This is an optimization exercise on Yosys and OpenROAD, whose aim is small area, not a production implementation. Function was checked by simulation only, so behaviour that the tests miss may differ from the original. No activity file was given, so power comes from the tool's default toggle rates.

## hb_interp
module hb_interp #(
    parameter int WIDTH = 16
) (
    input  logic             clk,
    input  logic             rst,
    input  logic             bypass,
    input  logic             run,
    input  logic [8:0]       cpo,
    input  logic             stb_in,
    input  logic [WIDTH-1:0] data_in,
    output logic             stb_out,
    output logic [WIDTH-1:0] data_out,
    output logic             ovf
);
For scale: ~1400 cells after synthesis.
==> flow/config.mk <==
export PLATFORM = sky130hd
export DESIGN_NAME = hb_interp
export DESIGN_NICKNAME = hb_interp
export VERILOG_FILES = /design/flow/design.v
export SDC_FILE = /design/flow/constraint.sdc
export NUM_CORES = 4
export LEC_CHECK = 0
export CAP_MARGIN = 20
export CORE_MARGIN = 2
export CORE_UTILIZATION = 70
export SLEW_MARGIN = 20
==> flow/constraint.sdc <==
create_clock -name core_clock -period 14.0 [get_ports {clk}]
set_input_delay 2.8000 -clock core_clock [delete_from_list [all_inputs] [get_ports {clk}]]
set_output_delay 2.8000 -clock core_clock [all_outputs]
set_load 0.01 [all_outputs]
standard.sh (not shown) runs the stock make flow with config.mk's settings and CLKGATE_MAP_FILE= SYNTH_SCRIPT=/design/flow/synth_recipe.tcl, a recipe that flattens the netlist after the stock synthesis.
==> flow/flow/run.sh <==
#!/bin/bash
# Standard synthesis, then inverters pushed through full adders (fixinv.py), then the standard
# layout with clock-tree dummy loads off and single-drive port buffers.
set -euo pipefail
R=orfs/results/${FLOW_PLATFORM}/hb_interp/base
export CTS_ARGS="-sink_clustering_enable -repair_clock_nets -dont_use_dummy_load -buf_list sky130_fd_sc_hd__clkbuf_16 -sink_clustering_size 30 -sink_clustering_max_diameter 150"
export BUFFER_PORTS_ARGS="-buffer_cell sky130_fd_sc_hd__buf_1"
bash standard.sh synth > synth.log 2>&1
openroad -python -no_init -exit flow/fixinv.py "$R/1_synth.odb" "$R/1_synth.odb" > fixinv.log 2>&1
bash standard.sh finish > finish.log 2>&1
Other scripts of this flow, unchanged in this note and not shown: flow/flow/fixinv.py
The first run produced a clean layout.
Edit:
--- a/flow/flow/run.sh
+++ b/flow/flow/run.sh
@@ -4,5 +4,5 @@
 set -euo pipefail
 R=orfs/results/${FLOW_PLATFORM}/hb_interp/base
-export CTS_ARGS="-sink_clustering_enable -repair_clock_nets -dont_use_dummy_load -buf_list sky130_fd_sc_hd__clkbuf_16 -sink_clustering_size 30 -sink_clustering_max_diameter 150"
+export CTS_ARGS="-sink_clustering_enable -repair_clock_nets -dont_use_dummy_load ${EXTRA_CTS:-}"
 export BUFFER_PORTS_ARGS="-buffer_cell sky130_fd_sc_hd__buf_1"
 bash standard.sh synth > synth.log 2>&1
Settings changed: CORE_UTILIZATION 70 to 60.
Effect:
- combinational power goes down by 4.2%
- first-iteration DRC count goes down by 27%
- power goes up by 13%
- clock-buffer cell count goes up by 24

---

job 5539:
hb_interp again, from the RTL that the note above started with.
clock: 14.0 ns
lec_check: 0
cap_margin: 20
core_margin: 2
core_utilization: 40
slew_margin: 20
run.sh (not shown) runs the stock make flow with config.mk's settings and CLKGATE_MAP_FILE= SYNTH_SCRIPT=/design/flow/synth_recipe.tcl, a recipe that flattens the netlist after the stock synthesis.
Stock flow here: none of the scripts above is used.
## Diff of input files: job 7572 against job 5539
-- flow/config.mk --
<<< job 5539, line 10
export CORE_UTILIZATION = 40
>>> job 7572, line 10
export CORE_UTILIZATION = 65
export CTS_BUF_LIST = sky130_fd_sc_hd__clkbuf_4
### Flow results
- Diff job 5539 -> job 7572: worst hold slack after final layout now sits at about the same level, worst setup slack now sits lower, overall power now sits lower, share of the clock period used by the worst path after layout now sits at about the same level, fraction of power spent switching nets now sits higher.
- Summary of job 7572 over job 5539: post-layout instance area dropped about 2.1%, met2 global-route usage now larger, minimum clock period climbed 0.0069 ns.
## Diff of input files: job 8673 against job 7572
-- flow/config.mk --
<<< job 7572, line 10
export CORE_UTILIZATION = 65
export CTS_BUF_LIST = sky130_fd_sc_hd__clkbuf_4
>>> job 8673, line 10
export CORE_UTILIZATION = 60
export CTS_BUF_LIST = sky130_fd_sc_hd__clkbuf_8
==> comparison <==
In the metrics for job 8673 and job 7572, the one carrying the lower combinational power is job 8673.
Fmax | job 8673 vs job 7572 | job 8673 slower
When job 8673 is set beside job 7572, its number of buffers created by CTS turns out to be 35% smaller.
Compared job 8673 against job 7572; data-path buffer share of cell area in the final layout within noise.

---

amber:
hb_interp, a different RTL version from the one above (not shown whole).
Size: about 48 I/O pins, roughly 0.018 mm^2 of cells after synthesis.
==> flow/config.mk <==
export PLATFORM = sky130hd
export DESIGN_NAME = hb_interp
export DESIGN_NICKNAME = hb_interp
export VERILOG_FILES = /design/flow/design.v
export SDC_FILE = /design/flow/constraint.sdc
export NUM_CORES = 4
export LEC_CHECK = 0
export CAP_MARGIN = 20
export CORE_MARGIN = 2
export CORE_UTILIZATION = 70
export PLACE_DENSITY = 0.78
export SLEW_MARGIN = 20
==> flow/constraint.sdc <==
create_clock -name core_clock -period 14.0 [get_ports {clk}]
set_input_delay 2.8000 -clock core_clock [delete_from_list [all_inputs] [get_ports {clk}]]
set_output_delay 2.8000 -clock core_clock [all_outputs]
set_load 0.01 [all_outputs]
standard.sh (not shown) runs the stock make flow with config.mk's settings and CLKGATE_MAP_FILE= SYNTH_SCRIPT=/design/flow/synth_recipe.tcl, a recipe that flattens the netlist after the stock synthesis.
==> flow/flow/run.sh <==
#!/bin/bash
# Standard synthesis, then inverters pushed through full adders (fixinv.py), then the standard
# layout with clock-tree dummy loads off and single-drive port buffers.
set -euo pipefail
R=orfs/results/${FLOW_PLATFORM}/hb_interp/base
export CTS_ARGS="-sink_clustering_enable -repair_clock_nets -dont_use_dummy_load -buf_list sky130_fd_sc_hd__clkbuf_4 -sink_clustering_size 9 -sink_clustering_max_diameter 40"
export BUFFER_PORTS_ARGS="-buffer_cell sky130_fd_sc_hd__buf_1"
bash standard.sh synth > synth.log 2>&1
openroad -python -no_init -exit flow/fixinv.py "$R/1_synth.odb" "$R/1_synth.odb" > fixinv.log 2>&1
bash standard.sh finish > finish.log 2>&1
Other scripts of this flow, unchanged in this note and not shown: flow/flow/fixinv.py
Edits applied to the flow inputs when going from amber to indigo:
==> flow/flow/run.sh <==
#!/bin/bash
# Standard synthesis, then inverters pushed through full adders (fixinv.py), then the standard
# layout with clock-tree dummy loads off and single-drive port buffers.
set -euo pipefail
R=orfs/results/${FLOW_PLATFORM}/hb_interp/base
export CTS_ARGS="-sink_clustering_enable -repair_clock_nets -dont_use_dummy_load -buf_list sky130_fd_sc_hd__clkbuf_4 -sink_clustering_size 10 -sink_clustering_max_diameter 35"
export BUFFER_PORTS_ARGS="-buffer_cell sky130_fd_sc_hd__buf_1"
bash standard.sh synth > synth.log 2>&1
openroad -python -no_init -exit flow/fixinv.py "$R/1_synth.odb" "$R/1_synth.odb" > fixinv.log 2>&1
bash standard.sh finish > finish.log 2>&1
-- flow/config.mk --
<<< amber, line 9
export CORE_MARGIN = 2
export CORE_UTILIZATION = 70
export PLACE_DENSITY = 0.78
export SLEW_MARGIN = 20
>>> indigo, line 9
export CORE_MARGIN = 2
export CORE_UTILIZATION = 70
export SLEW_MARGIN = 20
==> notes.md <==
Compared indigo against amber; fraction of area in multi-input gates within noise. indigo vs amber: power in combinational cells up. Row number of antenna violations at the first check in global routing: indigo lower / amber higher. Cmp amber and indigo / average vias per placed instance / lower: amber. Between amber and indigo, the final area does not differ in any meaningful way.
The inputs of onyx differ from those of indigo as listed below.
==> flow/flow/run.sh <==
#!/bin/bash
# Standard synthesis; its plain logic re-mapped for area (remap.ys, area.abc); inverters pushed
# through full adders (fixinv.py); then the standard layout with clock-tree dummy loads off and
# single-drive port buffers.
set -euo pipefail
R=orfs/results/${FLOW_PLATFORM}/hb_interp/base
LIB=${FLOW_HOME}/platforms/${FLOW_PLATFORM}/lib/sky130_fd_sc_hd__tt_025C_1v80.lib
export CTS_ARGS="-sink_clustering_enable -repair_clock_nets -dont_use_dummy_load -buf_list sky130_fd_sc_hd__clkbuf_4 -sink_clustering_size 9 -sink_clustering_max_diameter 40"
export BUFFER_PORTS_ARGS="-buffer_cell sky130_fd_sc_hd__buf_1"
bash standard.sh synth > synth.log 2>&1
cp "$R/1_2_yosys.v" 1_2_yosys_standard.v
DU=$(grep -o 'sky130_fd_sc_hd__[a-z0-9_]*' ${FLOW_HOME}/platforms/${FLOW_PLATFORM}/config.mk | sort -u | grep -E 'probe|lpflow' | sed 's/^/-dont_use /' | tr '\n' ' ')
sed -e "s#LIBFILE#$LIB#g" -e "s#NETLIST#$R/1_2_yosys.v#g" -e "s#DONTUSE#$DU#" -e "s#ABCSCRIPT#$PWD/flow/area.abc#" flow/remap.ys > remap_run.ys
YOSYS=$(command -v yosys || echo ${FLOW_HOME}/../tools/install/yosys/bin/yosys)
"$YOSYS" -s remap_run.ys > remap.log 2>&1
bash standard.sh synth > synth_odb.log 2>&1
openroad -python -no_init -exit flow/fixinv.py "$R/1_synth.odb" "$R/1_synth.odb" > fixinv.log 2>&1
bash standard.sh finish > finish.log 2>&1
==> flow/flow/area.abc (new file) <==
strash
dch
map -a
mfs2
strash
dch
map -a
topo
dnsize -c
==> flow/flow/remap.ys (new file) <==
# Re-map the standard synthesis's plain logic for area (full adders, half adders and flip-flops stay
# as they are), then give every generated name a plain one.
read_liberty -ignore_miss_func LIBFILE
read_verilog NETLIST
hierarchy -top hb_interp
setattr -mod -set keep_hierarchy 1 sky130_fd_sc_hd__fa_* sky130_fd_sc_hd__ha_* sky130_fd_sc_hd__*df* sky130_fd_sc_hd__conb_*
flatten
opt -purge
abc -liberty LIBFILE DONTUSE -script ABCSCRIPT
opt_clean -purge
rename -enumerate -pattern rmp_%_
blackbox sky130_fd_sc_hd__*
stat -liberty LIBFILE
write_verilog -noattr NETLIST
For cell count after placement, dividing the value from onyx by the value from indigo gives 1.06. onyx — count of mapped cells out of synthesis 3.5% higher, indigo as reference. onyx gives more worst supply voltage drop on vdd than indigo did.
Changes in ember relative to onyx:
==> flow/flow/run.sh <==
#!/bin/bash
# Standard synthesis, then inverters pushed through full adders (fixinv.py), then the standard
# layout with clock-tree dummy loads off and single-drive port buffers.
set -euo pipefail
R=orfs/results/${FLOW_PLATFORM}/hb_interp/base
export CTS_ARGS="-sink_clustering_enable -repair_clock_nets -dont_use_dummy_load -buf_list sky130_fd_sc_hd__clkbuf_2 -sink_clustering_size 6 -sink_clustering_max_diameter 30"
export BUFFER_PORTS_ARGS="-buffer_cell sky130_fd_sc_hd__buf_1"
bash standard.sh synth > synth.log 2>&1
openroad -python -no_init -exit flow/fixinv.py "$R/1_synth.odb" "$R/1_synth.odb" > fixinv.log 2>&1
bash standard.sh finish > finish.log 2>&1
removed: flow/flow/area.abc
removed: flow/flow/remap.ys
==> comparison <==
ember completed; timing, DRC and antenna clean
onyx: flow completed, timing, DRC and antenna clean
Number of search-and-repair iterations in the first detailed-routing pass: ember vs onyx up 8
Looking at fmax, ember sits 0.0015 GHz higher than onyx does.
As far as global-route usage over all layers is concerned, ember and onyx perform about the same.
The higher antenna diode instance count of onyx and ember is in ember.
In ember, the fraction of final layout cells with drive strength greater than 1 came out 2.6 points above the value in onyx.
Wire length on met1 went up by a few percent going from onyx to ember.
ember — share of the core filled with cells 0.45 points lower, onyx as reference
On sequential share of layout area, onyx and ember are neck and neck.

## what the ideal ports hide
How much do the figures lean on ideal ports? The routed layouts below were timed once more, with nothing changed but the port constraints.
Step 1 assumes that a clkbuf_16 drives the clock port and a buf_2 every other input.
Step 2 moves the port delays by t, midway between the first and last clock arrival at a register: inputs arrive t later, outputs are due t later. That takes back most of the time a late clock gives input paths.
Slacks: ideal ports / drivers / drivers and shift; pairs: ideal ports / drivers.
| run | t (ns) | setup WS [ns] | worst setup path at the end |
|---|---|---|---|
| the first run of note 1 | 0.557 | 0.798 / 0.798 / 0.798 | register to register |
| the second run of note 1 | 0.584 | 0.758 / 0.758 / 0.758 | register to register |
| job 5539 | 0.603 | 1.010 / 1.010 / 1.010 | register to register |
| job 7572 | 0.855 | 1.003 / 1.003 / 1.003 | register to register |
| job 8673 | 0.724 | 0.960 / 0.960 / 0.960 | register to register |
| amber | 0.703 | 0.666 / 0.666 / 0.666 | register to register |
| indigo | 0.704 | 0.546 / 0.546 / 0.546 | register to register |
| onyx | 0.721 | 0.363 / 0.363 / 0.363 | register to register |
| ember | 0.893 | 0.643 / 0.643 / 0.643 | register to register |
After both steps every run listed still meets setup and hold.
